From an optimization exercise on the open Yosys and OpenROAD flow, aimed at small area, a short achievable clock period and few clock cycles; shortcuts taken in it are not production practice. The RTL was checked by simulation tests, not by an equivalence proof against the original design. Power is estimated from default activity; no workload was simulated.

Design tomasulo_core, start of the top module:
module tomasulo_core #(parameter tag_width = 3)
(
	input logic clk,
	input logic reset,
	input logic [15:0] instr,
	input logic instr_is_new,
	input logic [15:0] curr_pc,
	output logic stall,
	output logic commit_valid,
	output logic [2:0] commit_reg,
	output logic [15:0] commit_value
);
assign stall = 1'b0;
logic [3:0] opcode;
logic [2:0] dr, sr1, sr2;
logic is_add, is_and, is_not, is_lea, writes;
assign opcode = instr[15:12];
assign dr = instr[11:9];
assign sr1 = instr[8:6];
assign sr2 = instr[2:0];
assign is_add = (opcode == 4'b0001);
assign is_and = (opcode == 4'b0101);
assign is_not = (opcode == 4'b1001);
assign is_lea = (opcode == 4'b1110);
assign writes = is_add | is_and | is_not | is_lea;
logic v2;
logic [2:0] d2;
logic f_and2, f_not2;
logic [15:0] a2, b2;
logic [15:0] res;
always_comb
begin
	if (f_and2)
		res = a2 & b2;
	else if (f_not2)
		res = ~a2;
	else
		res = a2 + b2;
end
  ...
Settings: LEC_CHECK=0, CAP_MARGIN=20, CORE_MARGIN=2, CORE_UTILIZATION=70, SETUP_SLACK_MARGIN=2.9, SLEW_MARGIN=20; clock period 5.0 ns.
standard.sh (not shown) runs the stock make flow with config.mk's settings and CLKGATE_MAP_FILE= SYNTH_SCRIPT=/design/flow/synth_recipe.tcl, a recipe that flattens the netlist after the stock synthesis.
==> flow/flow/run.sh <==
#!/bin/bash
# The standard layout with two changes: ports are buffered with buf_2 cells,
# and clock tree synthesis adds no dummy loads and uses clkbuf_8 buffers.
set -euo pipefail
bash standard.sh \
	"BUFFER_PORTS_ARGS=-buffer_cell sky130_fd_sc_hd__buf_2" \
	"CTS_ARGS=-sink_clustering_enable -repair_clock_nets -dont_use_dummy_load -buf_list sky130_fd_sc_hd__clkbuf_8" \
	finish > standard.log 2>&1
Testbench counts at the start, summed over its fixed seeds: cycles 4,814.
==> next run, changes <==
==> flow/run.sh (new file) <==
#!/bin/bash
# synth_recipe.tcl (not shown) runs the flow's synth.tcl, then flattens the netlist and writes it again
# the make line also repeats each setting of config.mk as NAME=value (left out here)
make -C /OpenROAD-flow-scripts/flow DESIGN_CONFIG=/design/flow/config.mk WORK_HOME=/design/flow/orfs CLKGATE_MAP_FILE= SYNTH_SCRIPT=/design/flow/synth_recipe.tcl finish
--- a/flow/config.mk
+++ b/flow/config.mk
@@ -9,4 +9,4 @@
 export CORE_MARGIN = 2
-export CORE_UTILIZATION = 70
-export SETUP_SLACK_MARGIN = 2.9
+export CORE_UTILIZATION = 55
+export SETUP_SLACK_MARGIN = 2.5
 export SLEW_MARGIN = 20
removed: flow/flow/run.sh
removed: flow/standard.sh
Effect:
- The changed run passed the timing, design-rule and antenna checks
- via count decreases by 5.0%
- sequential share of layout area increases by 0.10 points
- routed wire length decreases by 1.4%
- critical path depth does not change
- sequential cell count stays the same
- die area increases by 26%
- final cell count increases by 2.8%
- global-route usage decreases by 7.0 points
==> next run, changes <==
--- a/flow/config.mk
+++ b/flow/config.mk
@@ -9,4 +9,4 @@
 export CORE_MARGIN = 2
-export CORE_UTILIZATION = 55
-export SETUP_SLACK_MARGIN = 2.5
+export CORE_UTILIZATION = 60
+export SETUP_SLACK_MARGIN = 3.0
 export SLEW_MARGIN = 20
After rerunning: Critical path depth drops by 2; setup slack improves by 0.19 ns; sequential share of layout area drops by 5.9 points; final cell count climbs by about 7%; cell area climbs by 16%; worst hold slack improves by 0.025 ns.
==> next run, changes <==
==> flow/flow/run.sh (new file) <==
#!/bin/bash
# The standard layout with two changes: ports are buffered with buf_2 cells,
# and clock tree synthesis adds no dummy loads and uses clkbuf_8 buffers.
set -euo pipefail
bash standard.sh \
	"BUFFER_PORTS_ARGS=-buffer_cell sky130_fd_sc_hd__buf_2" \
	"CTS_ARGS=-sink_clustering_enable -repair_clock_nets -dont_use_dummy_load -buf_list sky130_fd_sc_hd__clkbuf_8" \
	finish > standard.log 2>&1
==> flow/standard.sh (new file) <==
#!/bin/bash
# synth_recipe.tcl (not shown) runs the flow's synth.tcl, then flattens the netlist and writes it again
# the make line also repeats each setting of config.mk as NAME=value (left out here)
make -C /OpenROAD-flow-scripts/flow DESIGN_CONFIG=/design/flow/config.mk WORK_HOME=/design/flow/orfs CLKGATE_MAP_FILE= SYNTH_SCRIPT=/design/flow/synth_recipe.tcl "${@:-finish}"
--- a/flow/config.mk
+++ b/flow/config.mk
@@ -7,6 +7,7 @@
 export LEC_CHECK = 0
+export ABC_AREA = 1
 export CAP_MARGIN = 20
 export CORE_MARGIN = 2
-export CORE_UTILIZATION = 60
-export SETUP_SLACK_MARGIN = 3.0
+export CORE_UTILIZATION = 70
+export SETUP_SLACK_MARGIN = 2.7
 export SLEW_MARGIN = 20
removed: flow/run.sh
Result: Synthesized cell count rose by well over a third; critical path depth climbs by 6; non-clock buffer count drops by 90; wire length falls by about a fifth; worst hold slack degrades by 0.013 ns; count of clock-buffer cells in the layout does not change; design area shrinks by about a fifth; area after synthesis grows slightly; power fell by a quarter to a third.

==> static timing again, ports no longer ideal <==
The results above use ideal ports. As a check the final layouts listed here were re-extracted and re-timed, cells and wires unchanged.
Step 1 assumes that a clkbuf_16 drives the clock port and a buf_2 every other input.
Step 2 adds t to the input delays and takes it off the output delays; t is the mean of the earliest and latest rising clock arrival at the registers after step 1. Input paths then give back, and output paths get back, about the clock's delay inside the block.
a / b / c = ideal / step 1 / step 2; a / b = the first two.
| run | shift t [ns] | slack for setup (ns) | hold slack, ns |
|---|---|---|---|
| the first run | 0.502 | 2.727 / 2.727 / 2.250 | 0.429 / 0.429 / 0.429 |
| the second run | 0.476 | 2.519 / 2.497 / 2.050 | 0.391 / 0.391 / 0.391 |
| the third run | 0.484 | 2.713 / 2.607 / 2.123 | 0.416 / 0.416 / 0.416 |
| the fourth run | 0.495 | 2.726 / 2.731 / 2.235 | 0.403 / 0.403 / 0.403 |
After both steps every run listed still meets setup and hold. For the third run, which loses most, drivers alone change the setup slack by -0.106 ns; drivers and shift together by -0.590 ns.
